Context: an optimization exercise on an open-source flow, tuned for small area. The choices shown serve that exercise and are no tape-out recipe.
No functional check of the RTL was part of any run shown here.
Power and IR drop assume default switching activity.

## flow/design.v (module list and top-level ports; edited modules follow where they fit)
// module sidRegs: 75 lines
// module sidVoice: 39 lines
// module sidEnvelope: 88 lines
// module sidMixer: 1205 lines
// module sidTop: 79 lines
module sidTop (
  input  logic            clk,
  input  logic            arstN,
  input  logic            clkEn,         
  input  logic            we,
  input  sidPkg::regAddrT addr,
  input  sidPkg::regDataT dataW,
  output sidPkg::regDataT dataR,
  output sidPkg::sampleT  audioOut
);
  // ...
==> flow/run.sh <==
#!/bin/bash
# synth_recipe.tcl (not shown) runs the flow's synth.tcl, then flattens the netlist and writes it again
# the make line also repeats each setting of config.mk as NAME=value (left out here)
make -C /OpenROAD-flow-scripts/flow DESIGN_CONFIG=/design/flow/config.mk WORK_HOME=/design/flow/orfs CLKGATE_MAP_FILE= SYNTH_SCRIPT=/design/flow/synth_recipe.tcl finish
==> flow/config.mk <==
export PLATFORM = sky130hd
export DESIGN_NAME = sidTop
export DESIGN_NICKNAME = sidTop
export VERILOG_FILES = /design/flow/design.v
export SDC_FILE = /design/flow/constraint.sdc
export NUM_CORES = 4
export LEC_CHECK = 0
export CAP_MARGIN = 20
export CORE_MARGIN = 2
export CORE_UTILIZATION = 40
export SLEW_MARGIN = 20
==> flow/constraint.sdc <==
create_clock -name core_clock -period 9.0 [get_ports {clk}]
set_input_delay 1.8000 -clock core_clock [delete_from_list [all_inputs] [get_ports {clk}]]
set_output_delay 1.8000 -clock core_clock [all_outputs]
set_load 0.01 [all_outputs]
==> impl_metrics.env, run 1 <==
export IMPL_wl_met3_mm=4.635
export IMPL_hold_depth=0
export IMPL_synth_simple_area_share=0.1830
export IMPL_register_area_um2=9935
export IMPL_worstHoldEndpoint="iMixer.clipDly[11]$_DFF_PN0_"
export IMPL_grtUsageMet2=0.3131
export IMPL_clk_latency_ns=0.63
export IMPL_reg_largest_list="genVoice.iVoice.acc (72), genVoice.iEnv.prescale (48), iRegs.freq (48)"
export IMPL_cts_max_path_buffers=3
export IMPL_met1_length_mm=39.36
export IMPL_synthToLayoutAreaGrowth_pct=9.384
export IMPL_inv_count=371
export IMPL_synth_top_family_by_area="adder cells"
export IMPL_drc=0
export IMPL_status="no timing/DRC/antenna violations"
export IMPL_multi_input_gates=2592
export IMPL_clkSlewWorstSetupHoldPaths_ns=0.06
export IMPL_cts_tree="done"
export IMPL_place_hpwl_mm=61.25
export IMPL_crit_path_start_kind="input port"
export IMPL_die_width_um=294
export IMPL_critical_path_arrival_ns=8.80
export IMPL_required_ns=9.45
export IMPL_tns_ns=0
export IMPL_maxUsedRoutingLayer="met4"
export IMPL_row_count=106
export IMPL_drive_gt1_frac=0.09394
==> module sidVoice, before the edit <==
module sidVoice (
  input  logic         clk,
  input  logic         arstN,
  input  logic         clkEn,
  input  sidPkg::freqT freq,
  input  sidPkg::pwT   pulseWidth,
  input  logic [2:0]   waveSel,       
  input  logic         testBit,
  output sidPkg::waveT wave
);
  logic [23:0] acc;
  logic [11:0] sawWave;
  logic [11:0] triWave;
  logic        pulseBit;
  logic [11:0] mixWave;
  always_ff @(posedge clk or negedge arstN) begin
    if (!arstN) begin
      acc <= '0;
    end else begin
      acc <= testBit ? 24'd0 : acc + {8'd0, freq & {16{clkEn}}};
    end
  end
  always_comb begin
    sawWave  = acc[23:12];
    triWave  = acc[22:11] ^ {12{acc[23]}};
    pulseBit = (acc[23:12] >= pulseWidth);
    mixWave  = (triWave | {12{~waveSel[0]}}) &
               (sawWave | {12{~waveSel[1]}}) &
               {12{pulseBit | ~waveSel[2]}} &
               {12{|waveSel}};
  end
  always_ff @(posedge clk or negedge arstN) begin
    if (!arstN) begin
      wave <= '0;
    end else begin
      wave <= mixWave;
    end
  end
endmodule
==> module sidEnvelope, before the edit <==
module sidEnvelope (
  input  logic         clk,
  input  logic         arstN,
  input  logic         clkEn,
  input  logic         gate,
  input  sidPkg::rateT attack,
  input  sidPkg::rateT decay,
  input  sidPkg::rateT sustain,
  input  sidPkg::rateT releaseRate,
  output sidPkg::envT  env
);
  localparam logic [1:0] stRelease = 2'd0;
  localparam logic [1:0] stAttack  = 2'd1;
  localparam logic [1:0] stDecay   = 2'd2;
  localparam logic [1:0] stSustain = 2'd3;
  logic [1:0]  state;
  logic        gateDly;
  logic [15:0] prescale;
  logic [15:0] target;
  logic [3:0]  rate;
  logic        stepNow;
  logic [7:0]  sustainLevel;
  logic [7:0]  envDec;
  assign sustainLevel = {sustain, sustain};
  assign envDec       = env - 8'd1;
  always_comb begin
    case (state)
      stAttack: rate = attack;
      stDecay:  rate = decay;
      default:  rate = releaseRate;
    endcase
    target = sidPkg::envStepLast(state == stAttack, rate);
  end
  assign stepNow = (prescale == target);
  always_ff @(posedge clk or negedge arstN) begin
    if (!arstN) begin
      state    <= stRelease;
      gateDly  <= 1'b0;
      prescale <= '0;
      env      <= '0;
    end else begin
      gateDly <= gate;
      if (gate != gateDly) begin
        state    <= gate ? stAttack : stRelease;
        prescale <= '0;
      end else if (clkEn) begin
        case (state)
          stAttack: begin
            if (env == 8'hff) begin
              state <= stDecay;
            end else if (stepNow) begin
              prescale <= '0;
              env      <= env + 8'd1;
              if (env == 8'hfe) state <= stDecay;
            end else begin
              prescale <= prescale + 16'd1;
            end
          end
          stDecay: begin
            if (env == sustainLevel || env == 8'd0) begin
              state    <= stSustain;
              prescale <= '0;
            end else if (stepNow) begin
              prescale <= '0;
              env      <= envDec;
              if (envDec == sustainLevel) state <= stSustain;
            end else begin
              prescale <= prescale + 16'd1;
            end
          end
          stSustain: begin
            prescale <= '0;
          end
          default: begin
            if (env == 8'd0) begin
              prescale <= '0;
            end else if (stepNow) begin
              prescale <= '0;
              env      <= envDec;
            end else begin
              prescale <= prescale + 16'd1;
            end
          end
        endcase
      end
    end
  end
endmodule
==> run 2: changes to the inputs <==
--- a/flow/design.v
+++ b/flow/design.v
@@ -170,15 +170,30 @@
   output sidPkg::waveT wave
 );
   logic [23:0] acc;
+  logic [23:0] accSum;
+  logic [15:0] addend;
+  logic [16:0] carry;
+  logic [23:16] allOnes;    
   logic [11:0] sawWave;
   logic [11:0] triWave;
   logic        pulseBit;
   logic [11:0] mixWave;
+  assign addend   = freq & {16{clkEn}};
+  assign carry[0] = 1'b0;
+  for (genvar k = 0; k < 16; k++) begin : genAdd
+    assign accSum[k]  = acc[k] ^ addend[k] ^ carry[k];
+    assign carry[k+1] = (acc[k] & addend[k]) | (acc[k] & carry[k]) | (addend[k] & carry[k]);
+  end
+  assign allOnes[16] = 1'b1;
+  for (genvar k = 17; k < 24; k++) begin : genOnes
+    assign allOnes[k] = allOnes[k-1] & acc[k-1];
+  end
+  assign accSum[23:16] = acc[23:16] ^ ({8{carry[16]}} & allOnes[23:16]);
   always_ff @(posedge clk or negedge arstN) begin
     if (!arstN) begin
       acc <= '0;
     end else begin
-      acc <= testBit ? 24'd0 : acc + {8'd0, freq & {16{clkEn}}};
+      acc <= accSum & {24{~testBit}};
     end
   end
   always_comb begin
@@ -215,24 +230,99 @@
   localparam logic [1:0] stDecay   = 2'd2;
   localparam logic [1:0] stSustain = 2'd3;
   logic [1:0]  state;
+  logic [1:0]  stateNext;
   logic        gateDly;
   logic [15:0] prescale;
   logic [15:0] target;
   logic [3:0]  rate;
   logic        stepNow;
   logic [7:0]  sustainLevel;
-  logic [7:0]  envDec;
+  logic        isAttack;
+  logic        edgeNow;
+  logic        tick;
+  logic        envFull;
+  logic        envZero;
+  logic        atSustain;
+  logic        clr;        
+  logic        inc;        
+  logic        step;       
+  logic [7:0]  envStep;    
+  logic [16:0] carry;
+  logic [8:0]  envCarry;
   assign sustainLevel = {sustain, sustain};
-  assign envDec       = env - 8'd1;
+  assign isAttack     = (state == stAttack);
+  assign edgeNow      = gate ^ gateDly;
+  assign tick         = clkEn & ~edgeNow;
+  assign envFull      = &env;
+  assign envZero      = ~|env;
+  assign atSustain    = (env == sustainLevel);
   always_comb begin
     case (state)
       stAttack: rate = attack;
       stDecay:  rate = decay;
       default:  rate = releaseRate;
     endcase
-    target = sidPkg::envStepLast(state == stAttack, rate);
+    target = sidPkg::envStepLast(isAttack, rate);
   end
   assign stepNow = (prescale == target);
+  assign envCarry[0] = 1'b1;
+  for (genvar k = 0; k < 8; k++) begin : genEnv
+    assign envStep[k]    = env[k] ^ envCarry[k];
+    assign envCarry[k+1] = envCarry[k] & (env[k] ^ ~isAttack);
+  end
+  always_comb begin
+    stateNext = state;
+    clr       = 1'b0;
+    inc       = 1'b0;
+    step      = 1'b0;
+    if (edgeNow) begin
+      stateNext = gate ? stAttack : stRelease;
+      clr       = 1'b1;
+    end else if (clkEn) begin
+      case (state)
+        stAttack: begin
+          if (envFull) begin
+            stateNext = stDecay;
+          end else if (stepNow) begin
+            clr  = 1'b1;
+            step = 1'b1;
+            if (env == 8'hfe) stateNext = stDecay;
+          end else begin
+            inc = 1'b1;
+          end
+        end
+        stDecay: begin
+          if (atSustain || envZero) begin
+            stateNext = stSustain;
+            clr       = 1'b1;
+          end else if (stepNow) begin
+            clr  = 1'b1;
+            step = 1'b1;
+            if (envStep == sustainLevel) stateNext = stSustain;
+          end else begin
+            inc = 1'b1;
+          end
+        end
+        stSustain: begin
+          clr = 1'b1;
+        end
+        default: begin
+          if (envZero) begin
+            clr = 1'b1;
+          end else if (stepNow) begin
+            clr  = 1'b1;
+            step = 1'b1;
+          end else begin
+            inc = 1'b1;
+          end
+        end
+      endcase
+    end
+  end
+  assign carry[0] = inc;
+  for (genvar k = 0; k < 16; k++) begin : genPre
+    assign carry[k+1] = carry[k] & prescale[k];
+  end
   always_ff @(posedge clk or negedge arstN) begin
     if (!arstN) begin
       state    <= stRelease;
@@ -240,50 +330,10 @@
       prescale <= '0;
       env      <= '0;
     end else begin
-      gateDly <= gate;
-      if (gate != gateDly) begin
-        state    <= gate ? stAttack : stRelease;
-        prescale <= '0;
-      end else if (clkEn) begin
-        case (state)
-          stAttack: begin
-            if (env == 8'hff) begin
-              state <= stDecay;
-            end else if (stepNow) begin
-              prescale <= '0;
-              env      <= env + 8'd1;
-              if (env == 8'hfe) state <= stDecay;
-            end else begin
-              prescale <= prescale + 16'd1;
-            end
-          end
-          stDecay: begin
-            if (env == sustainLevel || env == 8'd0) begin
-              state    <= stSustain;
-              prescale <= '0;
-            end else if (stepNow) begin
-              prescale <= '0;
-              env      <= envDec;
-              if (envDec == sustainLevel) state <= stSustain;
-            end else begin
-              prescale <= prescale + 16'd1;
-            end
-          end
-          stSustain: begin
-            prescale <= '0;
-          end
-          default: begin
-            if (env == 8'd0) begin
-              prescale <= '0;
-            end else if (stepNow) begin
-              prescale <= '0;
-              env      <= envDec;
-            end else begin
-              prescale <= prescale + 16'd1;
-            end
-          end
-        endcase
-      end
+      gateDly  <= gate;
+      state    <= stateNext;
+      prescale <= (prescale ^ carry[15:0]) & {16{~clr}};
+      if (step) env <= envStep;
     end
   end
 endmodule
==> run 2 against run 1 <==
Critical path type unchanged. Global-route usage shrank 0.42 points. Count of clock-buffer cells in the layout fell by 2. Wire length decreased by 7.8%. Sequential cell count unchanged.
==> impl_metrics.env, run 2 <==
export IMPL_die_area_um2=83350
export IMPL_cp_max_fo=15
export IMPL_hold_ws_ns=0.3427
export IMPL_multi_input_area_um2=20410
export IMPL_ys_ff_latch=397
export IMPL_final_area_um2=35510
export IMPL_cts_tree="done"
export IMPL_route_antenna_remaining_nets=0
export IMPL_n_fill_cell=7758
export IMPL_start_util=0.4032
export IMPL_path_common_cell="fa_1"
export IMPL_synth_xor_area_frac=0.04426
export IMPL_grt_pass1_wl_mm=127.7
export IMPL_cts_sinks=397
export IMPL_grt_use_total=0.1937
export IMPL_synth_top_family_by_area="adder cells"
export IMPL_tightest_slew_ns=1.167
export IMPL_end_kind="flop"
export IMPL_ios=41
export IMPL_slew_headroom=0.2200
export IMPL_largest_reg_flops=72
export IMPL_grt_max_degree=152
export IMPL_worst_slack_ns=0.4571
export IMPL_clkSlewWorstSetupHoldPaths_ns=0.06
export IMPL_critical_path_arrival_ns=9.00
export IMPL_via_count=22470
export IMPL_htreeDepth=2
export IMPL_wl_mm=78.15
export IMPL_reg2regPathDepth=31
export IMPL_synth_mux_area_frac=0.06456
export IMPL_synth_avg_cell_area_um2=10.09
export IMPL_ys_seq_area_frac=0.3064
export IMPL_finalSetupViolCount=0
export IMPL_syn_nets=3711
export IMPL_slew_viol_final=0
export IMPL_fin_worst_skew_ns=0.02108
export IMPL_drv_cap=0
export IMPL_ctsHoldBuffers=0
export IMPL_min_period_over_period=0.9492
export IMPL_register_area_um2=9935
export IMPL_port_buffers=40
export IMPL_hold_viol=0
export IMPL_cts_inserted_buffers=48
export IMPL_r2r_end="genVoice[2].iEnv.prescale[15]$_DFF_PN0_"
export IMPL_synth_area_um2=32420
export IMPL_max_stage_delay_ns=0.46
export IMPL_synth_edf_count=0
export IMPL_min_period_ns=8.543
export IMPL_die_width_um=288.7
export IMPL_status="no timing/DRC/antenna violations"
export IMPL_yosys_top_cells_area="dfrtp_1 31%, fa_1 20%, ha_1 5.8%, mux2_2 5.5%, inv_1 4.2%"
export IMPL_diodes=0
export IMPL_yosys_top_cells_count="397 x dfrtp_1, 362 x inv_1, 330 x fa_1"
export IMPL_synth_simple_area_share=0.1707
export IMPL_worstHoldEndpoint="iMixer.clipDly[8]$_DFF_PN0_"
export IMPL_reg2reg_slack_ns=1.37
export IMPL_row_count=104
export IMPL_hp_start="iMixer.clipReg[8]$_DFF_PN0_"
export IMPL_power_total_mw=11.44
export IMPL_async_flop_share=1.000
export IMPL_crit_path_start_kind="input port"
export IMPL_total_leakage_power_nw=16.55
export IMPL_ir_drop_mv=0.4235
export IMPL_worstSetupPathType="input port to flop"
export IMPL_required_ns=9.46
export IMPL_drt_iter0_drc=1453
export IMPL_regMostFlops="genVoice.iVoice.acc"
export IMPL_fp_dieH_um=288.7
export IMPL_rsz0062_at_grt="false"
export IMPL_synthToLayoutAreaGrowth_pct=9.532
export IMPL_hp_class="flop to flop"
export IMPL_drt_vias_per_instance=5.238
export IMPL_pre_cts_slack_ns=-0.2592
export IMPL_grt_antenna_before_repair=2
export IMPL_layout_common_cells="397 x dfrtp_1, 362 x inv_1, 330 x fa_1, 273 x nand2_1, 204 x and2_1"
export IMPL_yosysMostFrequentCell="dfrtp_1"
export IMPL_yosys_cell_types_count=103
export IMPL_place_congestion=0.8818
export IMPL_placed_area_um2=33880
export IMPL_clock_fmax_ghz=0.1171
export IMPL_fin_util=0.4416
export IMPL_synth_compound_area_frac=0.08679
export IMPL_final_nets=3693
export IMPL_yosys_area_share_adder=0.2626
export IMPL_coreArea_um2=80420
export IMPL_drt_pass1_iter_count=6
export IMPL_grt_overflow=0
export IMPL_reg_largest_list="genVoice.iVoice.acc (72), genVoice.iEnv.prescale (48), iRegs.freq (48)"
export IMPL_drive_gt1_frac=0.1084
export IMPL_drc=0
export IMPL_hold_depth=0
export IMPL_cts_max_path_buffers=3
export IMPL_root_buffer="clkbuf_16"
export IMPL_final_common_cell="dfrtp_1"
export IMPL_clk_latency_ns=0.61
export IMPL_placed_cells=4206
export IMPL_place_hpwl_mm=56.82
export IMPL_slowest_stage="fa_1"
export IMPL_syn_inst=3214
export IMPL_powerDensity_nw_per_um2=322.1
export IMPL_r2r_start="genVoice[2].iEnv.state[0]$_DFFE_PN0P_"
export IMPL_grt_pass1_vias=22770
export IMPL_layoutNonFillerInstCount=4289
export IMPL_wl_per_cell_um=18.22
export IMPL_yosysTopAreaCell="dfrtp_1"
export IMPL_tns_ns=0
export IMPL_yosys_warnings=4
export IMPL_yosys_area_top_type_share=0.3064
export IMPL_ys_dominant_reg_cell="dfrtp_1"
-- run 2: cell types whose count changed after synthesis, moves of 13 or more --
cell      delta
o21ai_0    -137
and3_1      -54
a21oi_1     -47
nor3_1      -44
fa_1        +42
a21o_1      -41
nor2_1      +33
clkbuf_1    -30
nor3b_1     -23
nor2b_1     +20
nand3_1     -18
nand2b_1    +13
-- run 2: worst max-delay path by stage --
stage / startpoint / endpoint / cells after the start
4_1_cts: clkEn / genVoice[1].iVoice.acc[23]$_DFF_PN0_ / 25
2_1_floorplan: clkEn / genVoice[0].iVoice.acc[23]$_DFF_PN0_ / 26
3_5_place_dp: clkEn / genVoice[1].iVoice.acc[23]$_DFF_PN0_ / 25
5_1_grt: clkEn / genVoice[1].iVoice.acc[23]$_DFF_PN0_ / 25
3_3_place_gp: clkEn / genVoice[1].iVoice.acc[23]$_DFF_PN0_ / 25
6_report: clkEn / genVoice[1].iVoice.acc[23]$_DFF_PN0_ / 25
-- run 2: routing by layer --
metal | part of all wire | global-route usage | up-vias
met5 | 0.00024 | 0 | -
met4 | 0.026 | 0.05515 | 2
met3 | 0.056 | 0.03057 | 137
met2 | 0.45 | 0.3067 | 573
met1 | 0.46 | 0.2753 | 11240
li1 | - | - | 10510
-- run 2: final cells by class --
cell class,count,area share
multi-input cells,2285,0.5748
flip-flops and latches,397,0.2797
inverters,370,0.03911
well taps,1060,0.03735
clock buffers,61,0.03689
repair buffers,94,0.02346
clock inverters,22,0.008632
-- run 2: cells by family after synthesis --
kind of cell / after synthesis
adder cells (fa/ha/maj): 483
buffers and inverters: 532
flip-flops: 397
AND/OR/NAND/NOR: 1075
XOR/XNOR: 163
multiplexers: 188
AO/OA/AOI/OAI: 376
-- run 2: repair_timing --
item,in CTS,in global routing
setup buffers,0,0
endpoints found under the setup margin,0,2
resized for setup,0,1
-- run 2: critical path, delay by kind of cell --
family                     cells  cell delay, ns
xor gates and xnor gates       1            0.15
buffers and inverters          3            0.37
and+or+nand+nor                5            0.74
adders and majority gates     16            5.92
-- run 2: power breakdown --
| part | switching (mW) | internal, mW | total (mW) | leakage (nW) |
|---|---|---|---|---|
| sequential | 0.563 | 2.30 | 2.86 | 5.12 |
| combinational | 3.70 | 2.89 | 6.59 | 10.6 |
| clock | 0.803 | 1.18 | 1.98 | 0.782 |
==> run 3: changes to the inputs <==
--- a/flow/config.mk
+++ b/flow/config.mk
@@ -7,5 +7,6 @@
 export LEC_CHECK = 0
 export CAP_MARGIN = 20
 export CORE_MARGIN = 2
-export CORE_UTILIZATION = 40
+export CORE_UTILIZATION = 60
+export CTS_BUF_LIST = sky130_fd_sc_hd__clkbuf_4
 export SLEW_MARGIN = 20
==> run 3 against run 2 <==
Still clean. Maximum frequency grew 2.3%. Combinational power is 1% higher. Non-clock buffer count shrank 11. Sequential share of layout area rose by 0.68 points. Highest routed layer is now met4.
==> impl_metrics.env, run 3 <==
export IMPL_worstSetupPathType="input port to flop"
export IMPL_route_antenna_remaining_nets=0
export IMPL_coreArea_um2=53600
export IMPL_crit_path_start_kind="input port"
export IMPL_clk_latency_ns=0.91
export IMPL_ctsHoldBuffers=0
export IMPL_max_stage_delay_ns=0.45
export IMPL_comb_power_share=0.599
export IMPL_min_period_ns=8.353
export IMPL_cp_max_fo=18
export IMPL_yosysMostFrequentCell="dfrtp_1"
export IMPL_slew_viol_final=0
export IMPL_place_congestion=0.9321
export IMPL_grt_overflow=0
export IMPL_end_kind="flop"
export IMPL_path_common_cell="fa_1"
export IMPL_syn_inst=3214
export IMPL_rsz0062_at_grt="false"
export IMPL_synth_area_um2=32420
export IMPL_yosysTopAreaCell="dfrtp_1"
export IMPL_powerDensity_nw_per_um2=320.8
export IMPL_post_cts_buffers=0
export IMPL_port_buffers=40
export IMPL_synthToLayoutAreaGrowth_pct=6.935
export IMPL_drive_gt1_frac=0.1276
export IMPL_clock_fmax_ghz=0.1197
export IMPL_async_flop_share=1.000
export IMPL_hp_class="flop to flop"
export IMPL_finalSetupViolCount=0
export IMPL_startpoint="clkEn"
export IMPL_die_width_um=236.5
export IMPL_root_buffer="clkbuf_4"
export IMPL_grt_pass1_vias=24120
export IMPL_start_util=0.6049
export IMPL_drc=0
export IMPL_drt_iter0_drc=1587
export IMPL_status="no timing/DRC/antenna violations"
export IMPL_wl_mm=78.52
export IMPL_required_ns=9.76
export IMPL_final_area_um2=34670
export IMPL_yosys_top_cells_area="dfrtp_1 31%, fa_1 20%, ha_1 5.8%, mux2_2 5.5%, inv_1 4.2%"
export IMPL_htreeDepth=3
export IMPL_ys_dominant_reg_cell="dfrtp_1"
export IMPL_p_int_mw=5.954
export IMPL_p_switching_mw=5.168
export IMPL_hp_start="iMixer.clipReg[10]$_DFF_PN0_"
export IMPL_grt_use_total=0.2905
export IMPL_largest_reg_flops=72
export IMPL_clkSlewWorstSetupHoldPaths_ns=0.07
export IMPL_yosys_cell_types_count=103
export IMPL_yosys_top_cells_count="397 x dfrtp_1, 362 x inv_1, 330 x fa_1"
export IMPL_drt_pass1_iter_count=6
export IMPL_grt_antenna_before_repair=2
export IMPL_placed_cells=3831
export IMPL_fin_util=0.6468
export IMPL_ctsResizeCount=0
export IMPL_min_period_over_period=0.9281
export IMPL_regMostFlops="genVoice.iVoice.acc"
export IMPL_p_seq_frac=0.260
export IMPL_synth_edf_count=0
export IMPL_r2r_start="genVoice[1].iEnv.state[0]$_DFFE_PN0P_"
export IMPL_layoutNonFillerInstCount=4013
export IMPL_hold_viol=0
export IMPL_via_count=23080
export IMPL_cts_sinks=397
export IMPL_tightest_slew_ns=0.9946
export IMPL_fp_dieH_um=236.5
export IMPL_yosys_area_top_type_share=0.3064
export IMPL_layout_common_cells="397 x dfrtp_1, 362 x inv_1, 330 x fa_1, 273 x nand2_1, 204 x and2_1"
export IMPL_final_nets=3740
export IMPL_place_hpwl_mm=57.48
export IMPL_cts_tree="done"
export IMPL_synth_avg_cell_area_um2=10.09
export IMPL_yosys_warnings=4
export IMPL_final_common_cell="dfrtp_1"
export IMPL_ys_seq_area_frac=0.3064
export IMPL_critical_path_arrival_ns=9.11
export IMPL_total_leakage_power_nw=16.48
export IMPL_slew_headroom=0.3370
export IMPL_power_frac_clock=0.141
export IMPL_wl_per_cell_um=19.57
export IMPL_drt_vias_per_instance=5.751
export IMPL_p_sw_frac=0.4647
export IMPL_grt_pass1_wl_mm=128.6
export IMPL_ir_drop_mv=0.4003
export IMPL_syn_nets=3711
export IMPL_tns_ns=0
export IMPL_row_count=85
export IMPL_ios=41
export IMPL_die_area_um2=55910
export IMPL_placed_area_um2=33340
export IMPL_grt_max_degree=118
export IMPL_cts_max_path_buffers=3
export IMPL_n_fill_cell=4449
export IMPL_reg_largest_list="genVoice.iVoice.acc (72), genVoice.iEnv.prescale (48), iRegs.freq (48)"
export IMPL_ys_ff_latch=397
export IMPL_drv_cap=0
export IMPL_fin_worst_skew_ns=0.06668
export IMPL_cts_inserted_buffers=106
export IMPL_hold_ws_ns=0.3172
export IMPL_slowest_stage="fa_1"
run 3: cell counts after synthesis:
Identical to the previous run, type by type.
run 3: power by group through the flow:
| stage | Clock [mW] | Sequential (mW) | Combinational [mW] |
|---|---|---|---|
| 3_3_place_gp | 0 | 2.90 | 6.45 |
| 3_5_place_dp | 0 | 2.91 | 6.67 |
| 2_1_floorplan | 0 | 2.60 | 5.26 |
| 6_report | 1.57 | 2.89 | 6.66 |
| 5_1_grt | 1.72 | 2.95 | 7.53 |
| 4_1_cts | 1.62 | 2.88 | 6.72 |
run 3: through the flow:
stage / power (mW) / worst slack (ns)
final: 11.12 / 0.6472
after global placement: 9.349 / -0.1663
after global routing: 12.20 / 0.2944
after detailed placement: 9.588 / -0.2832
after floorplan: 7.860 / 0.08670
after CTS: 11.23 / 0.6809
run 3: cells by family (layout without fill, tap and decap cells):
kind of cell    after synthesis  after routing  synth area share
flops                       397            397            0.3064
other cells                   0              1                 0
fa+ha+maj                   483            483            0.2626
mux                         188            188           0.06456
xor+xnor                    163            163           0.04426
buf+inv                     532            634           0.06468
compound gates              376            376           0.08679
simple gates               1075           1075            0.1707
run 3: layout make-up:
type | instances | area (um2) | area share
diodes | 1 | 2.502 | 0.00007218
clock buffers | 141 | 1059 | 0.03053
clock inverters | 40 | 241.5 | 0.006965
inverters | 370 | 1389 | 0.04006
multi-input cells | 2285 | 20420 | 0.5890
flip-flops and latches | 397 | 9935 | 0.2865
well taps | 696 | 870.8 | 0.02512
repair buffers | 83 | 753.2 | 0.02172
run 3: layer usage:
layer | global-route usage | wire length (um)
met2 | 0.4784 | 37880
met5 | 0 | 0
met4 | 0.09590 | 1945
met1 | 0.3974 | 34240
met3 | 0.04465 | 4460
run 3: worst max-delay path, delay by kind of cell:
| family | cells | cell delay [ns] |
|---|---|---|
| adders and majority gates | 16 | 5.99 |
| and+or+nand+nor | 5 | 0.74 |
| xor gates and xnor gates | 1 | 0.17 |
| buffers and inverters | 4 | 0.38 |
run 3: worst paths after layout:
path	slack, ns	endpoint	cells after the start
worst max-delay path	0.65	genVoice[1].iVoice.acc[23]$_DFF_PN0_	26
worst min-delay path	0.32	iMixer.clipDly[10]$_DFF_PN0_	0
worst max register to register	1.38	genVoice[1].iEnv.prescale[15]$_DFF_PN0_	32
worst min register to register	0.32	iMixer.clipDly[10]$_DFF_PN0_	0
max in group asynchronous	6.40	iRegs.pulseWidth[29]$_DFFE_PN0P_	3
min in group asynchronous	0.91	iMixer.audioOut[5]$_DFF_PN0_	1
==> run 4: changes to the inputs <==
--- a/flow/design.v
+++ b/flow/design.v
@@ -319,7 +319,7 @@
       endcase
     end
   end
-  assign carry[0] = inc;
+  assign carry[0] = 1'b1;
   for (genvar k = 0; k < 16; k++) begin : genPre
     assign carry[k+1] = carry[k] & prescale[k];
   end
@@ -332,7 +332,7 @@
     end else begin
       gateDly  <= gate;
       state    <= stateNext;
-      prescale <= (prescale ^ carry[15:0]) & {16{~clr}};
+      prescale <= (prescale ^ (carry[15:0] & {16{inc}})) & {16{~clr}};
       if (step) env <= envStep;
     end
   end
==> run 4 against run 3 <==
Combinational power down 4.2%. Clock skew grew 0.0095 ns. Design area up 0.52%. Still clean on timing, DRC and antenna.
==> impl_metrics.env, run 4 <==
export IMPL_grt_overflow=0
export IMPL_final_nets=3756
export IMPL_clk_latency_ns=0.89
export IMPL_async_flop_share=1.000
export IMPL_cts_max_path_buffers=3
export IMPL_ys_dominant_reg_cell="dfrtp_1"
export IMPL_layout_common_cells="397 x dfrtp_1, 396 x inv_1, 330 x fa_1, 255 x nand2_1, 193 x and2_1"
export IMPL_synth_area_um2=32480
export IMPL_drt_iter0_drc=1732
export IMPL_largest_reg_flops=72
export IMPL_clock_fmax_ghz=0.1191
export IMPL_grt_pass1_wl_mm=130.6
export IMPL_final_common_cell="dfrtp_1"
export IMPL_end_kind="flop"
export IMPL_ys_ff_latch=397
export IMPL_ctsHoldBuffers=0
export IMPL_slew_headroom=0.2160
export IMPL_tightest_slew_ns=1.174
export IMPL_cp_max_fo=14
export IMPL_worstSetupPathType="input port to flop"
export IMPL_coreArea_um2=53710
export IMPL_grt_use_total=0.2970
export IMPL_post_cts_buffers=0
export IMPL_finalSetupViolCount=0
export IMPL_reg_largest_list="genVoice.iVoice.acc (72), genVoice.iEnv.prescale (48), iRegs.freq (48)"
export IMPL_fin_worst_skew_ns=0.07623
export IMPL_cts_tree="done"
export IMPL_wl_mm=80.34
export IMPL_grt_max_degree=161
export IMPL_place_hpwl_mm=59.13
export IMPL_ctsResizeCount=0
export IMPL_regMostFlops="genVoice.iVoice.acc"
export IMPL_synth_edf_count=0
export IMPL_layoutNonFillerInstCount=4079
export IMPL_grt_antenna_before_repair=2
export IMPL_yosys_top_cells_count="397 x dfrtp_1, 396 x inv_1, 330 x fa_1"
export IMPL_drc=0
export IMPL_htreeDepth=3
export IMPL_placed_cells=3889
export IMPL_port_buffers=40
export IMPL_die_width_um=236.7
export IMPL_die_area_um2=56000
export IMPL_synth_avg_cell_area_um2=9.907
export IMPL_min_period_ns=8.396
export IMPL_ios=41
export IMPL_hold_viol=0
export IMPL_min_period_over_period=0.9329
export IMPL_ys_seq_area_frac=0.3059
export IMPL_ir_drop_mv=0.4755
export IMPL_rsz0062_at_grt="false"
export IMPL_yosys_area_top_type_share=0.3059
export IMPL_total_leakage_power_nw=16.12
export IMPL_root_buffer="clkbuf_4"
export IMPL_fin_util=0.6489
export IMPL_syn_nets=3733
export IMPL_crit_path_start_kind="input port"
export IMPL_place_congestion=0.8907
export IMPL_yosysMostFrequentCell="dfrtp_1"
export IMPL_wl_per_cell_um=19.70
export IMPL_cts_sinks=397
export IMPL_fp_dieH_um=236.7
export IMPL_syn_inst=3278
export IMPL_required_ns=9.73
export IMPL_drt_pass1_iter_count=8
export IMPL_multi_input_area_um2=20350
export IMPL_cts_inserted_buffers=106
export IMPL_synthToLayoutAreaGrowth_pct=7.316
export IMPL_grt_pass1_vias=24460
export IMPL_yosys_cell_types_count=99
export IMPL_status="no timing/DRC/antenna violations"
export IMPL_drv_cap=0
export IMPL_drt_vias_per_instance=5.817
export IMPL_drive_gt1_frac=0.1267
export IMPL_start_util=0.6047
export IMPL_route_antenna_remaining_nets=0
export IMPL_register_area_um2=9935
export IMPL_critical_path_arrival_ns=9.12
export IMPL_slew_viol_final=0
export IMPL_clkSlewWorstSetupHoldPaths_ns=0.07
export IMPL_yosysTopAreaCell="dfrtp_1"
export IMPL_hp_class="flop to flop"
export IMPL_via_count=23730
export IMPL_powerDensity_nw_per_um2=310.6
export IMPL_row_count=85
export IMPL_n_fill_cell=4483
export IMPL_yosys_warnings=4
export IMPL_yosys_top_cells_area="dfrtp_1 31%, fa_1 20%, mux2_2 5.6%, inv_1 4.6%, xnor2_1 4.2%"
[run 4: cell types whose count changed after synthesis, moves of 24 or more]
cell,change
o21ai_0,+45
xnor2_1,+49
inv_1,+34
a221oi_1,+25
nor2b_1,-24
ha_1,-42
[run 4: per-layer routing]
metal	vias to the layer above	track usage	part of all wire
met5	-	0	0
met4	0	0.09896	0.030
met3	149	0.05386	0.058
met2	642	0.4808	0.48
met1	12020	0.4074	0.44
li1	10920	-	-
[run 4: worst paths after layout]
kind | from | end | slack, ns | depth (start not counted)
setup / recovery | addr[2] | iMixer.clipReg[1]$_DFF_PN0_ | 0.60 | 25
max in group asynchronous | arstN | genVoice[1].iEnv.prescale[4]$_DFF_PN0_ | 6.54 | 2
hold reg to reg | iMixer.clipReg[8]$_DFF_PN0_ | iMixer.clipDly[8]$_DFF_PN0_ | 0.35 | 0
min in group asynchronous | arstN | genVoice[0].iEnv.env[2]$_DFFE_PN0P_ | 0.96 | 1
hold / removal | iMixer.clipReg[8]$_DFF_PN0_ | iMixer.clipDly[8]$_DFF_PN0_ | 0.35 | 0
setup reg to reg | genVoice[0].iEnv.env[1]$_DFFE_PN0P_ | iMixer.clipReg[1]$_DFF_PN0_ | 1.39 | 22
[run 4: through the flow]
step                cell area [um2]  setup WS [ns]  TNS (ns)  total power, mW  hold slack (ns)
floorplan                     32480        0.02829         0            7.336           0.3312
global route                  34850         0.3156         0            11.85           0.3516
detailed placement            33470        -0.2974    -5.076            9.197           0.3372
finish                        34850         0.6035         0            10.83           0.3451
global placement              33460        -0.1894    -1.248            9.034           0.3343
CTS                           34830         0.6185         0            10.89           0.3471
[run 4: power breakdown]
part | switching [mW] | leakage (nW) | internal, mW
clock network | 0.783 | 0.804 | 0.832
logic | 3.58 | 10.2 | 2.81
registers | 0.563 | 5.15 | 2.26
[run 4: critical path, stage by stage]
cell,delay [ns]
clkdlybuf4s50_1,0.58
nor2b_1,0.09
nand4_1,0.10
buf_4,0.21
mux2i_4,0.38
and2_0,0.33
nand2_1,0.14
fa_1,0.52
fa_1,0.43
inv_1,0.07
fa_1,0.42
fa_1,0.47
fa_1,0.41
fa_1,0.42
fa_1,0.44
fa_1,0.39
ha_1,0.31
and3_1,0.17
a21oi_1,0.19
a21oi_1,0.12
buf_4,0.14
o21ai_0,0.23
a21oi_1,0.14
a211o_1,0.45
o21ai_0,0.15
[run 4: logic make-up after synthesis]
kind of cell               share of synthesized area
xor gates and xnor gates                     0.05286
DFF                                           0.3059
muxes                                        0.06430
adders and majority gates                     0.2453
and+or+nand+nor                               0.1697
buffers and inverters                        0.06869
AOI/OAI and AO/OA                            0.09316
[run 4: final cells by class]
cell class              instances  share of cell area
diodes                          4           0.0002872
clock buffers                 158             0.03403
clock inverters                28            0.005026
inverters                     397             0.04276
multi-input cells            2305              0.5839
flip-flops and latches        397              0.2850
well taps                     696             0.02499
repair buffers                 94             0.02398
==> run 5: changes to the inputs <==
--- a/flow/config.mk
+++ b/flow/config.mk
@@ -9,4 +9,5 @@
 export CORE_MARGIN = 2
 export CORE_UTILIZATION = 60
 export CTS_BUF_LIST = sky130_fd_sc_hd__clkbuf_4
+export GPL_TIMING_DRIVEN = 0
 export SLEW_MARGIN = 20
==> run 5 against run 4 <==
Sequential power fell by 5%. Sequential share of layout area fell by 0.40 points. Register-to-register slack got worse by 0.78 ns. Combinational power rose by 7.7%. Critical path type unchanged. Critical path depth rose by 1. Via count rose by 4.9%. First-iteration DRC count rose by 13%. Die area did not move. Count of clock-buffer cells in the layout fell by 14. Core utilization rose by 0.92 points. Cell count rose by 3.0%.
==> impl_metrics.env, run 5 <==
export IMPL_via_count=24890
export IMPL_row_count=85
export IMPL_drv_cap=0
export IMPL_die_area_um2=56000
export IMPL_slowest_stage="clkdlybuf4s50_1"
export IMPL_place_congestion=0.9326
export IMPL_powerDensity_nw_per_um2=314.7
export IMPL_final_nets=3890
export IMPL_drive_gt1_frac=0.1259
export IMPL_start_util=0.6047
export IMPL_place_hpwl_mm=66.03
export IMPL_status="no timing/DRC/antenna violations"
export IMPL_grt_pass1_wl_mm=139.7
export IMPL_grt_antenna_before_repair=5
export IMPL_ys_dominant_reg_cell="dfrtp_1"
export IMPL_crit_path_start_kind="input port"
export IMPL_clock_fmax_ghz=0.1151
export IMPL_slew_viol_final=0
export IMPL_regMostFlops="genVoice.iVoice.acc"
export IMPL_required_ns=9.73
export IMPL_finalSetupViolCount=0
export IMPL_grt_use_total=0.3202
export IMPL_cts_tree="done"
export IMPL_ios=41
export IMPL_worst_slack_ns=0.3099
export IMPL_min_period_over_period=0.9656
export IMPL_hold_viol=0
export IMPL_grt_max_degree=97
export IMPL_min_period_ns=8.690
export IMPL_coreArea_um2=53710
export IMPL_max_stage_delay_ns=0.58
export IMPL_drt_pass1_iter_count=6
export IMPL_cts_inserted_buffers=106
export IMPL_grt_overflow=0
export IMPL_ir_drop_mv=0.5661
export IMPL_grt_pass1_vias=25490
export IMPL_clk_latency_ns=0.93
export IMPL_yosys_top_cells_area="dfrtp_1 31%, fa_1 20%, mux2_2 5.6%, inv_1 4.6%, xnor2_1 4.2%"
export IMPL_clkSlewWorstSetupHoldPaths_ns=0.07
export IMPL_synth_area_um2=32480
export IMPL_power_total_mw=11.12
export IMPL_largest_reg_flops=72
export IMPL_yosysMostFrequentCell="dfrtp_1"
export IMPL_synthToLayoutAreaGrowth_pct=8.830
export IMPL_wl_mm=86.84
export IMPL_port_buffers=35
export IMPL_worstSetupPathType="input port to flop"
export IMPL_end_kind="flop"
export IMPL_fin_worst_skew_ns=0.07959
export IMPL_route_antenna_remaining_nets=0
export IMPL_power_frac_clock=0.140
export IMPL_cp_max_fo=10
export IMPL_hold_ws_ns=0.3095
export IMPL_yosys_area_top_type_share=0.3059
export IMPL_comb_power_share=0.618
export IMPL_hp_class="flop to flop"
export IMPL_cts_sinks=397
export IMPL_p_int_mw=5.876
export IMPL_drt_iter0_drc=1957
export IMPL_ctsHoldBuffers=0
export IMPL_p_seq_frac=0.242
export IMPL_layout_common_cells="397 x dfrtp_1, 396 x inv_1, 324 x fa_1, 254 x nand2_1, 193 x and2_1"
export IMPL_drc=0
export IMPL_final_area_um2=35340
export IMPL_ys_ff_latch=397
export IMPL_synth_edf_count=0
export IMPL_reg_largest_list="genVoice.iVoice.acc (72), genVoice.iEnv.prescale (48), iRegs.freq (48)"
export IMPL_pre_cts_slack_ns=-2.423
export IMPL_final_common_cell="dfrtp_1"
export IMPL_ys_seq_area_frac=0.3059
export IMPL_rsz0062_at_grt="false"
export IMPL_total_leakage_power_nw=16.26
export IMPL_yosys_warnings=4
export IMPL_layoutNonFillerInstCount=4203
export IMPL_p_switching_mw=5.248
export IMPL_placed_cells=4015
export IMPL_fp_dieH_um=236.7
export IMPL_htreeDepth=3
export IMPL_yosys_cell_types_count=99
export IMPL_slew_headroom=0.2096
export IMPL_syn_inst=3278
export IMPL_cts_max_path_buffers=3
export IMPL_die_width_um=236.7
export IMPL_tns_ns=0
export IMPL_yosysTopAreaCell="dfrtp_1"
export IMPL_tightest_slew_ns=1.186
export IMPL_p_sw_frac=0.4717
export IMPL_critical_path_arrival_ns=9.42
export IMPL_root_buffer="clkbuf_4"
export IMPL_path_common_cell="fa_1"
export IMPL_yosys_top_cells_count="397 x dfrtp_1, 396 x inv_1, 330 x fa_1"
export IMPL_async_flop_share=1.000
export IMPL_drt_vias_per_instance=5.923
export IMPL_placed_area_um2=33850
export IMPL_wl_per_cell_um=20.66
export IMPL_synth_avg_cell_area_um2=9.907
export IMPL_fin_util=0.6581
export IMPL_syn_nets=3733
run 5: cell counts after synthesis:
Identical to the previous run, type by type.
run 5: cell families after synthesis:
| family | count (synthesis) | synth area share |
|---|---|---|
| simple gates | 1059 | 0.1697 |
| buf+inv | 576 | 0.06869 |
| fa+ha+maj | 439 | 0.2453 |
| compound gates | 424 | 0.09316 |
| flops | 397 | 0.3059 |
| xor+xnor | 196 | 0.05286 |
| mux | 187 | 0.06430 |
run 5: power by group through the flow:
stage | combinational, mW | sequential [mW] | clock [mW]
detailed placement | 6.63 | 2.71 | 0
finish | 6.87 | 2.69 | 1.56
global placement | 6.43 | 2.69 | 0
global route | 7.60 | 2.74 | 1.70
CTS | 6.72 | 2.68 | 1.60
floorplan | 4.79 | 2.55 | 0
run 5: path summary, 6_finish.rpt:
check                                                     from                            to  slack [ns]  cells after the start
min in group asynchronous                                arstN  iMixer.clipReg[15]$_DFF_PN0_        0.81                      1
min reg2reg                       iMixer.clipReg[11]$_DFF_PN0_  iMixer.clipDly[11]$_DFF_PN0_        0.31                      0
max in group asynchronous                                arstN    iRegs.decay[5]$_DFFE_PN0P_        6.54                      4
max reg2reg                genVoice[0].iEnv.env[0]$_DFFE_PN0P_  iMixer.clipReg[11]$_DFF_PN0_        0.61                     25
max                                                    addr[3]  iMixer.clipReg[11]$_DFF_PN0_        0.31                     26
min                               iMixer.clipReg[11]$_DFF_PN0_  iMixer.clipDly[11]$_DFF_PN0_        0.31                      0
run 5: worst max-delay path, delay by kind of cell:
family                     cells  cell delay (ns)
adders and majority gates      9             3.87
muxes                          1             0.33
buffers and inverters          6             1.59
and+or+nand+nor                4             0.67
AOI/OAI and AO/OA              6             1.17
run 5: per-layer routing:
layer / GRT usage / routed length, um
met2: 0.4939 / 39580
met1: 0.4477 / 37390
met3: 0.05852 / 6056
met4: 0.1381 / 3805
met5: 0 / 10
run 5: cell type report:
cell class              count  area [um2]
well taps                 696       870.8
inverters                 397        1490
clock inverters            31       193.9
plain buffers             179       808.3
multi-input cells        2305       20410
fillers                  4414       18360
diodes                      5       12.51
repair buffers             49       540.5
flip-flops and latches    397        9935
clock buffers             144        1081
run 5: timing repair:
item	CTS	global route
gates resized for setup	26	20
pin swaps	2	3
endpoints found under the setup margin	41	27
buffers inserted	4	4
==> run 6: changes to the inputs <==
--- a/flow/config.mk
+++ b/flow/config.mk
@@ -8,6 +8,6 @@
 export CAP_MARGIN = 20
 export CORE_MARGIN = 2
 export CORE_UTILIZATION = 60
-export CTS_BUF_LIST = sky130_fd_sc_hd__clkbuf_4
+export CTS_BUF_LIST = sky130_fd_sc_hd__clkbuf_8
 export GPL_TIMING_DRIVEN = 0
 export SLEW_MARGIN = 20
==> run 6 against run 5 <==
Worst hold slack gained 0.042 ns. Largest cell class unchanged. Largest power group unchanged. Still clean on timing, DRC and antenna. Power up 2.6%. Clock power up 13%. First-iteration DRC count increased by 0.77%. Sequential share of layout area decreased by 0.19 points. Sequential cell count unchanged. Area after synthesis did not move. Die area is the same.
==> impl_metrics.env, run 6 <==
export IMPL_grt_max_degree=97
export IMPL_syn_nets=3733
export IMPL_synthToLayoutAreaGrowth_pct=9.562
export IMPL_wl_mm=87.06
export IMPL_cts_max_path_buffers=3
export IMPL_htreeDepth=3
export IMPL_r2r_start="genVoice[0].iEnv.env[0]$_DFFE_PN0P_"
export IMPL_yosys_cell_types_count=99
export IMPL_wl_per_cell_um=20.97
export IMPL_grt_use_total=0.3199
export IMPL_fin_worst_skew_ns=0.04924
export IMPL_p_switching_mw=5.320
export IMPL_via_count=24690
export IMPL_die_width_um=236.7
export IMPL_clk_latency_ns=0.68
export IMPL_yosys_area_share_adder=0.2453
export IMPL_route_antenna_remaining_nets=0
export IMPL_synth_xor_area_frac=0.05286
export IMPL_worstSetupPathType="input port to flop"
export IMPL_clkSlewWorstSetupHoldPaths_ns=0.06
export IMPL_end_kind="flop"
export IMPL_hp_start="iMixer.clipReg[6]$_DFF_PN0_"
export IMPL_tightest_slew_ns=1.240
export IMPL_drc=0
export IMPL_worstHoldEndpoint="iMixer.clipDly[6]$_DFF_PN0_"
export IMPL_min_period_ns=8.797
export IMPL_critical_path_arrival_ns=9.33
export IMPL_cts_tree="done"
export IMPL_powerDensity_nw_per_um2=320.9
export IMPL_ys_dominant_reg_cell="dfrtp_1"
export IMPL_place_congestion=0.9326
export IMPL_r2r_end="iMixer.clipReg[3]$_DFF_PN0_"
export IMPL_comb_power_share=0.609
export IMPL_synth_simple_area_share=0.1697
export IMPL_drv_cap=0
export IMPL_reg2reg_slack_ns=0.57
export IMPL_ys_ff_latch=397
export IMPL_finalSetupViolCount=0
export IMPL_min_period_over_period=0.9775
export IMPL_row_count=85
export IMPL_clock_fmax_ghz=0.1137
export IMPL_drt_pass1_iter_count=15
export IMPL_p_seq_frac=0.236
export IMPL_cts_inserted_buffers=73
export IMPL_slew_headroom=0.1730
export IMPL_hold_depth=0
export IMPL_yosysTopAreaCell="dfrtp_1"
export IMPL_hold_viol=0
export IMPL_yosys_top_cells_area="dfrtp_1 31%, fa_1 20%, mux2_2 5.6%, inv_1 4.6%, xnor2_1 4.2%"
export IMPL_n_fill_cell=4307
export IMPL_grt_overflow=0
export IMPL_yosys_top_cells_count="397 x dfrtp_1, 396 x inv_1, 330 x fa_1"
export IMPL_synth_compound_area_frac=0.09316
export IMPL_reg_largest_list="genVoice.iVoice.acc (72), genVoice.iEnv.prescale (48), iRegs.freq (48)"
export IMPL_final_common_cell="inv_1"
export IMPL_p_sw_frac=0.4660
export IMPL_ctsHoldBuffers=0
export IMPL_ios=41
export IMPL_synth_mux_area_frac=0.06430
export IMPL_cts_sinks=397
export IMPL_synth_edf_count=0
export IMPL_layout_common_cells="411 x inv_1, 397 x dfrtp_1, 317 x fa_1, 254 x nand2_1, 195 x and2_1"
export IMPL_port_buffers=35
export IMPL_coreArea_um2=53710
export IMPL_power_total_mw=11.42
export IMPL_syn_inst=3278
export IMPL_yosysMostFrequentCell="dfrtp_1"
export IMPL_root_buffer="clkbuf_8"
export IMPL_start_util=0.6047
export IMPL_drive_gt1_frac=0.1187
export IMPL_hp_class="flop to flop"
export IMPL_p_int_mw=6.097
export IMPL_crit_path_start_kind="input port"
export IMPL_slew_viol_final=0
export IMPL_drt_vias_per_instance=5.947
export IMPL_synth_area_um2=32480
export IMPL_drt_iter0_drc=1972
export IMPL_grt_antenna_before_repair=4
export IMPL_yosys_warnings=4
export IMPL_status="no timing/DRC/antenna violations"
export IMPL_power_frac_clock=0.155
export IMPL_synth_top_family_by_area="adder cells"
export IMPL_largest_reg_flops=72
export IMPL_reg2regPathDepth=26
export IMPL_synth_avg_cell_area_um2=9.907
export IMPL_grt_pass1_vias=25100
export IMPL_yosys_area_top_type_share=0.3059
export IMPL_async_flop_share=1.000
export IMPL_regMostFlops="genVoice.iVoice.acc"
export IMPL_fin_util=0.6625
export IMPL_die_area_um2=56000
export IMPL_ir_drop_mv=0.5225
export IMPL_required_ns=9.53
export IMPL_final_nets=3859
export IMPL_tns_ns=0
export IMPL_fp_dieH_um=236.7
export IMPL_ys_seq_area_frac=0.3059
export IMPL_grt_pass1_wl_mm=139.0
export IMPL_place_hpwl_mm=66.03
export IMPL_cp_max_fo=8
export IMPL_total_leakage_power_nw=16.36
run 6: stage by stage:
| stage | hold slack (ns) | cell area, um2 | setup slack (ns) | std cells |
|---|---|---|---|---|
| final | 0.3511 | 35580 | 0.2028 | 4151 |
| after global routing | 0.3629 | 35580 | -0.01817 | 4151 |
| after CTS | 0.3539 | 35460 | 0.01193 | 4144 |
| after detailed placement | 0.3356 | 33850 | -2.423 | 4015 |
| after global placement | 0.3360 | 33700 | -10.88 | 4009 |
| after floorplan | 0.3312 | 32480 | 0.02829 | 3278 |
run 6: how the worst max path moves through the flow:
| stage | from | cells past startpoint | endpoint | slack, ns |
|---|---|---|---|---|
| finish | dataW[7] | 25 | iMixer.clipReg[3]$_DFF_PN0_ | 0.20 |
| floorplan | clkEn | 27 | genVoice[0].iVoice.acc[23]$_DFF_PN0_ | 0.03 |
| CTS | clkEn | 28 | genVoice[0].iVoice.acc[23]$_DFF_PN0_ | 0.01 |
| global route | addr[1] | 28 | iMixer.clipReg[3]$_DFF_PN0_ | -0.02 |
| detailed placement | addr[3] | 25 | iMixer.clipReg[11]$_DFF_PN0_ | -2.42 |
| global placement | arstN | 1 | iRegs.releaseRate[5]$_DFFE_PN0P_ | -10.88 |
run 6: timing repair:
| item | CTS | global route |
|---|---|---|
| setup buffers | 4 | 7 |
| pin swaps | 5 | 5 |
| setup endpoints to repair | 43 | 26 |
| gates cloned | 0 | 0 |
| resized for setup | 32 | 33 |
run 6: metal layers:
metal | part of all wire | wire length (um) | track usage
met2 | 0.46 | 39880 | 0.4948
met1 | 0.43 | 37740 | 0.4495
met4 | 0.041 | 3534 | 0.1316
met5 | 0 | 0 | 0
met3 | 0.068 | 5912 | 0.05701
run 6: power by group through the flow:
stage	registers (mW)	logic, mW	clock network [mW]
floorplan	2.55	4.79	0
global placement	2.69	6.43	0
detailed placement	2.71	6.63	0
CTS	2.68	6.75	1.81
global route	2.75	7.69	1.89
finish	2.70	6.95	1.77
run 6: area by class of cell:
| class | count | area [um2] | share of cell area |
|---|---|---|---|
| Antenna cell | 1 | 2.502 | 0.00007033 |
| Timing Repair Buffer | 52 | 560.5 | 0.01575 |
| Buffer | 178 | 813.3 | 0.02286 |
| Sequential cell | 397 | 9935 | 0.2792 |
| Clock inverter | 39 | 285.3 | 0.008017 |
| Tap cell | 696 | 870.8 | 0.02447 |
| Inverter | 397 | 1490 | 0.04188 |
| Clock buffer | 86 | 1184 | 0.03327 |
| Multi-Input combinational cell | 2305 | 20440 | 0.5745 |
run 6: worst max-delay path: stages:
cell and delay [ns]:
clkdlybuf4s50_1 0.79, mux2i_4 0.51, buf_4 0.19, and2_0 0.11
buf_2 0.20, nand2_1 0.11, fa_1 0.56, fa_1 0.43
inv_1 0.08, fa_1 0.42, fa_1 0.45, fa_1 0.40
fa_1 0.42, fa_1 0.39, fa_1 0.43, ha_1 0.35
and3_1 0.19, a21oi_2 0.21, a21oi_2 0.11, o21a_1 0.21
o211a_1 0.25, a211oi_4 0.37, buf_4 0.18, buf_4 0.10
o31ai_1 0.06
run 6: kinds of logic after synthesis:
family,after synthesis
buf+inv,576
flops,397
compound gates,424
xor+xnor,196
mux,187
fa+ha+maj,439
simple gates,1059

==> port drivers added, routing unchanged <==
How much do the figures lean on ideal ports? The routed layouts below were timed once more, with nothing changed but the port constraints.
Step 1, drivers: a clkbuf_16 drives clk and a buf_2 each remaining input, both assumed.
Step 2 also shifts input and output timing later by t, the mid clock arrival at the registers, as if the neighbouring blocks saw the same clock.
a / b / c = no drivers / after step 1 / after step 2; a / b = the first two.
| run | t, ns | setup slack, ns | worst setup path at the end | worst slew at a driven data input, ns | pins driven straight from the clock port |
|---|---|---|---|---|---|
| run 1 | 0.663 | 0.653 / 0.685 / 0.021 | input to register | 0.05 | 1 |
| run 2 | 0.659 | 0.457 / 0.454 / -0.205 | input to register | 0.06 | 1 |
| run 3 | 0.933 | 0.647 / 0.680 / -0.254 | input to register | 0.06 | 1 |
| run 4 | 0.909 | 0.604 / 0.623 / -0.286 | input to register | 0.06 | 1 |
| run 5 | 0.948 | 0.310 / 0.346 / -0.602 | input to register | 0.06 | 1 |
| run 6 | 0.722 | 0.203 / 0.243 / -0.479 | input to register | 0.06 | 1 |
Met with ideal ports but missed after step 2: setup timing in 5 of these runs. The setup slack of run 5, which loses most, moves by +0.036 ns with the drivers and by -0.912 ns with both steps.
